From an optimization exercise on the open Yosys and OpenROAD flow, aimed at small area, a short achievable clock period and few clock cycles; shortcuts taken in it are not production practice.
The RTL was checked by simulation tests, not by an equivalence proof against the original design.
Power and IR drop assume default switching activity.

==> flow/design.v <==
package lcg_pkg;
	localparam int REG_W = 5;
	localparam int VAL_W = 32;
	localparam int POS_W = 4;
	localparam int NPOS  = 16;
endpackage
module lcg_cell (
	input  logic [15:0] s,
	input  logic [3:0]  p,
	input  logic [3:0]  h,
	input  logic [3:0]  top,      
	output logic [15:0] nxt,
	output logic        has_next,  
	output logic        at_top,
	output logic [3:0]  p_nxt,
	output logic [3:0]  h_nxt
);
	logic [15:0] below, above, le, q;
	logic        q_any;
	logic [3:0]  qhi;
	always_comb begin
		for (int i = 0; i < 16; i++) begin
			below[i] = 4'(i) < p;
			above[i] = 4'(i) > p;
			le[i]    = 4'(i) <= h;
		end
		q   = s & below;
		nxt = q | (above & le);
		q_any = |q;
		qhi = '0;
		for (int i = 0; i < 16; i++) if (q[i]) qhi = 4'(i);
		at_top   = h == top;
		has_next = !(at_top && !q_any);
		p_nxt    = at_top ? qhi : h;
		h_nxt    = at_top ? (h + 4'd1 - p) : (h + 4'd1);
	end
endmodule
module lcg_ram (
	input  logic        clk,
	input  logic        arst_n,
	input  logic        we,       
	input  logic        ws,
	input  logic [31:0] wdata,
	output logic [3:0]  ph,
	input  logic [15:0] rsel,
	output logic [31:0] rdata
);
	logic [31:0] ring_q [16];
	logic [3:0]  ph_q;
	assign ph = ph_q;
	always_ff @(posedge clk or negedge arst_n) begin
		if (!arst_n) ph_q <= '0;
		else         ph_q <= ph_q + 4'd1;
	end
	always_ff @(posedge clk) begin
		for (int s = 0; s < 16; s++) begin
			if (s == 0 && we && !ws)      ring_q[s] <= wdata;
			else if (s == 8 && we && ws)  ring_q[s] <= wdata;
			else                          ring_q[s] <= ring_q[(s + 1) % 16];
		end
	end
	always_comb begin
		rdata = '0;
		for (int s = 0; s < 16; s++) rdata = rdata | (ring_q[s] & {32{rsel[s]}});
	end
endmodule
module lex_combination_generator_top
#(
	parameter int MAX_LIST   = 16,
	parameter int MAX_CHOOSE = 16
) (
	input  logic               clk,
	input  logic               arst_n,
	input  logic               psel,
	input  logic               penable,
	input  logic               pwrite,
	input  logic [2:0]         paddr,
	input  logic [31:0]        pwdata,
	output logic [31:0]        prdata,
	output logic               pready,
	input  logic               in_valid,
	output logic               in_stall,
	input  logic               command,
	input  logic [3:0]         load_index,
	input  logic signed [31:0] load_value,
	output logic               out_valid,
	input  logic               out_stall,
	output logic signed [31:0] elem_value,
	output logic [3:0]         elem_position,
	output logic               found,
	output logic               empty_comb,
	output logic               last
);
	logic [4:0]  n_q, k_q;
	logic [4:0]  n_eff, k_eff, wk_eff;
	logic [3:0]  n_top;
	logic [15:0] kth, wr_kth;
	logic        k_gt_n, k_zero, k_eq_n;
	logic        started_q, exh_q, has_q, fix_q;
	logic        busy_q, jsp_q, jf_q, stall_q;
	logic [15:0] jm_q, nm_q;
	logic [3:0]  p_q, h_q;
	logic        ov_q, shown_q;
	logic [15:0] sel_q;
	logic [3:0]  pos_q;
	logic        fnd_q, emp_q, last_q;
	logic        wp_q;
	logic [3:0]  wd_q;
	logic [31:0] wdat_q;
	logic        cfg_wr, acc, acc_ld, acc_nx, ol, normal, jm_ge2, spec_f, emit_n;
	logic        wr_now, busy_d, wp_d, ov_d;
	logic [3:0]  wd_d;
	logic [15:0] low, rest, succ;
	logic        succ_has, succ_top;
	logic [3:0]  succ_p, succ_h;
	logic [31:0] rd_val;
	logic [3:0]  rd_pos, ph, slot;
	assign n_eff  = (n_q > 5'd16) ? 5'd16 : n_q;
	assign k_eff  = (k_q > 5'd16) ? 5'd16 : k_q;
	assign wk_eff = (pwdata[4:0] > 5'd16) ? 5'd16 : pwdata[4:0];
	assign n_top  = 4'(n_eff - 5'd1);
	assign k_gt_n = k_eff > n_eff;
	assign k_eq_n = k_eff == n_eff;
	assign k_zero = k_q == 5'd0;
	always_comb begin
		for (int i = 0; i < 16; i++) begin
			kth[i]    = 5'(i) < k_q;
			wr_kth[i] = 5'(i) < pwdata[4:0];
		end
	end
	assign pready = 1'b1;
	assign prdata = {27'd0, paddr[2] ? k_q : n_q};
	assign cfg_wr = psel & penable & pwrite;
	assign acc    = in_valid & ~stall_q;
	assign acc_ld = acc & ~command;
	assign acc_nx = acc & command;
	assign ol     = ~ov_q | ~out_stall;
	assign normal = ~exh_q & (started_q | (~k_gt_n & ~k_zero));
	assign spec_f = ~exh_q & ~started_q & k_zero;
	always_comb begin
		logic seen;
		seen = 1'b0;
		for (int i = 0; i < 16; i++) begin
			low[i] = jm_q[i] & ~seen;
			seen   = seen | jm_q[i];
		end
	end
	assign rest   = jm_q & ~low;
	assign jm_ge2 = |rest;
	always_comb begin
		rd_pos = '0;
		for (int i = 0; i < 16; i++) if (low[i]) rd_pos = rd_pos | 4'(i);
	end
	lcg_cell u_succ (
		.s        (jm_q),
		.p        (p_q),
		.h        (h_q),
		.top      (n_top),
		.nxt      (succ),
		.has_next (succ_has),
		.at_top   (succ_top),
		.p_nxt    (succ_p),
		.h_nxt    (succ_h)
	);
	assign wr_now = wp_q & (wd_q[2:0] == 3'd0) & ~ov_q;
	lcg_ram u_list (
		.clk    (clk),
		.arst_n (arst_n),
		.we     (wr_now),
		.ws     (wd_q[3]),
		.wdata  (wdat_q),
		.ph     (ph),
		.rsel   (sel_q),
		.rdata  (rd_val)
	);
	assign slot   = rd_pos + ~ph;
	assign emit_n = busy_q ? ~jsp_q : (acc_nx & normal);
	assign wp_d = acc_ld | (wp_q & ~wr_now);
	assign wd_d = acc_ld ? (load_index - ph - 4'd2) : (wd_q - 4'd1);
	assign ov_d = ol ? (busy_q | acc_nx) : ov_q;
	always_comb begin
		busy_d = busy_q;
		if (busy_q) begin
			if (ol && (jsp_q || !jm_ge2)) busy_d = 1'b0;
		end else if (acc_nx) begin
			busy_d = normal ? (~ol | jm_ge2) : ~ol;
		end
	end
	always_ff @(posedge clk or negedge arst_n) begin
		if (!arst_n) begin
			ov_q    <= 1'b0;
			busy_q  <= 1'b0;
			stall_q <= 1'b0;
			wp_q    <= 1'b0;
		end else begin
			ov_q    <= ov_d;
			busy_q  <= busy_d;
			wp_q    <= wp_d;
			stall_q <= busy_d | (wp_d & ~((wd_d[2:0] == 3'd0) & ~ov_d));
		end
	end
	always_ff @(posedge clk) begin
		if (ol) begin
			sel_q   <= emit_n ? (16'd1 << slot) : 16'd0;
			shown_q <= emit_n;
			pos_q   <= emit_n ? rd_pos : 4'd0;
			fnd_q   <= emit_n | (busy_q ? jf_q : spec_f);
			emp_q   <= ~emit_n & (busy_q ? jf_q : spec_f);
			last_q  <= ~emit_n | ~jm_ge2;
		end else begin
			sel_q <= {sel_q[0], sel_q[15:1]};
		end
		wd_q <= wd_d;
		if (acc_ld) wdat_q <= load_value;
	end
	always_ff @(posedge clk or negedge arst_n) begin
		if (!arst_n) begin
			n_q       <= '0;
			k_q       <= '0;
			started_q <= 1'b0;
			exh_q     <= 1'b0;
			jsp_q     <= 1'b0;
			fix_q     <= 1'b0;
		end else begin
			fix_q <= 1'b0;
			if (cfg_wr) begin
				if (paddr[2]) k_q <= pwdata[4:0];
				else          n_q <= pwdata[4:0];
				started_q <= 1'b0;
				exh_q     <= 1'b0;
			end
			if (busy_q) begin
				if (ol && jsp_q) jsp_q <= 1'b0;
			end else if (acc_ld) begin
				started_q <= 1'b0;
				exh_q     <= 1'b0;
			end else if (acc_nx) begin
				started_q <= 1'b1;
				exh_q     <= ~normal | (started_q ? ~has_q : k_eq_n);
				if (normal) begin
					fix_q <= succ_top;
				end else begin
					jsp_q <= ~ol;
				end
			end
		end
	end
	always_ff @(posedge clk) begin
		if (!busy_q && acc_nx) begin
			jf_q  <= spec_f;
			nm_q  <= succ;
			has_q <= succ_has;
		end
		if (cfg_wr) begin
			jm_q <= paddr[2] ? wr_kth : kth;
		end else if (busy_q) begin
			if (ol && !jsp_q) jm_q <= jm_ge2 ? rest : nm_q;
		end else if (acc_ld) begin
			jm_q <= kth;
		end else if (acc_nx && normal && ol) begin
			jm_q <= jm_ge2 ? rest : {jm_q[14:0], 1'b0};
		end
		if (cfg_wr) begin
			p_q <= 4'(paddr[2] ? wk_eff - 5'd1 : k_eff - 5'd1);
			h_q <= 4'(paddr[2] ? wk_eff : k_eff);
		end else if (!busy_q && acc_ld) begin
			p_q <= 4'(k_eff - 5'd1);
			h_q <= 4'(k_eff);
		end else if (!busy_q && acc_nx && normal) begin
			p_q <= succ_p;
			h_q <= succ_h;
		end else if (fix_q) begin
			h_q <= h_q + p_q;
		end
	end
	assign in_stall      = stall_q;
	assign out_valid     = ov_q;
	assign elem_value    = rd_val;
	assign elem_position = pos_q;
	assign found         = fnd_q;
	assign empty_comb    = emp_q;
	assign last          = last_q;
endmodule
clock: 6.0 ns
lec_check: 0
cap_margin: 20
core_margin: 2
core_utilization: 55
setup_slack_margin: 2.7
slew_margin: 20
standard.sh (not shown) runs the stock make flow with config.mk's settings and CLKGATE_MAP_FILE= SYNTH_SCRIPT=/design/flow/synth_recipe.tcl, a recipe that flattens the netlist after the stock synthesis.
==> flow/flow/run.sh <==
#!/bin/bash
# The standard layout, except that the clock tree is built from clkbuf_8 cells and
# without dummy load cells. Each tool's output goes to the ORFS logs under orfs/logs/; the
# make output goes to standard.log here.
set -euo pipefail
export CTS_ARGS="-sink_clustering_enable -repair_clock_nets -dont_use_dummy_load -buf_list sky130_fd_sc_hd__clkbuf_8"
bash standard.sh > standard.log 2>&1
Testbench counts at the start, summed over its fixed seeds: cycles 16,772.
==> next run, changes <==
==> flow/run.sh (new file) <==
#!/bin/bash
# synth_recipe.tcl (not shown) runs the flow's synth.tcl, then flattens the netlist and writes it again
# the make line also repeats each setting of config.mk as NAME=value (left out here)
make -C /OpenROAD-flow-scripts/flow DESIGN_CONFIG=/design/flow/config.mk WORK_HOME=/design/flow/orfs CLKGATE_MAP_FILE= SYNTH_SCRIPT=/design/flow/synth_recipe.tcl finish
Settings changed: SETUP_SLACK_MARGIN 2.7 to 3.3.
removed: flow/flow/run.sh
removed: flow/standard.sh
Outcome: The changed run produced a clean layout. Setup slack improves by 88 ps. Wire length is higher by 6.7%. Power is higher by 14%. Design area is higher by 10%. Global-route usage is higher by 0.91 points. Non-clock buffer count is higher by 93. Synthesized cell count does not change. Worst hold slack improves by 52 ps. Utilization is higher by 6.7 points. Clock-buffer cell count is lower by 8. Critical path depth is lower by 9.

==> what the ideal ports hide <==
No port has a modelled driver above. Below, the same layouts with a new extraction and two added sets of constraints. Step 1 sets driving cells, clkbuf_16 on the clock port and buf_2 on the other inputs (assumed; they add their load-dependent delay and slew). Step 2 times the ports against the registers' clock, not the clock port: input delays grow and output delays shrink by t, the midpoint of the rising clock arrivals with the driver on. a / b / c = ideal ports / drivers / drivers and shift; a / b = the first two.
| run | t (ns) | setup slack, ns | hold WS [ns] | worst register clock-pin slew, ns |
|---|---|---|---|---|
| the first run | 0.679 | 2.630 / 2.613 / 2.188 | 0.290 / 0.290 / 0.290 | 0.07 / 0.07 |
| the second run | 0.673 | 2.719 / 2.661 / 2.668 | 0.343 / 0.343 / 0.343 | 0.07 / 0.07 |
After both steps every run listed still meets setup and hold. For the first run, which loses most, drivers alone change the setup slack by -0.017 ns; drivers and shift together by -0.442 ns.
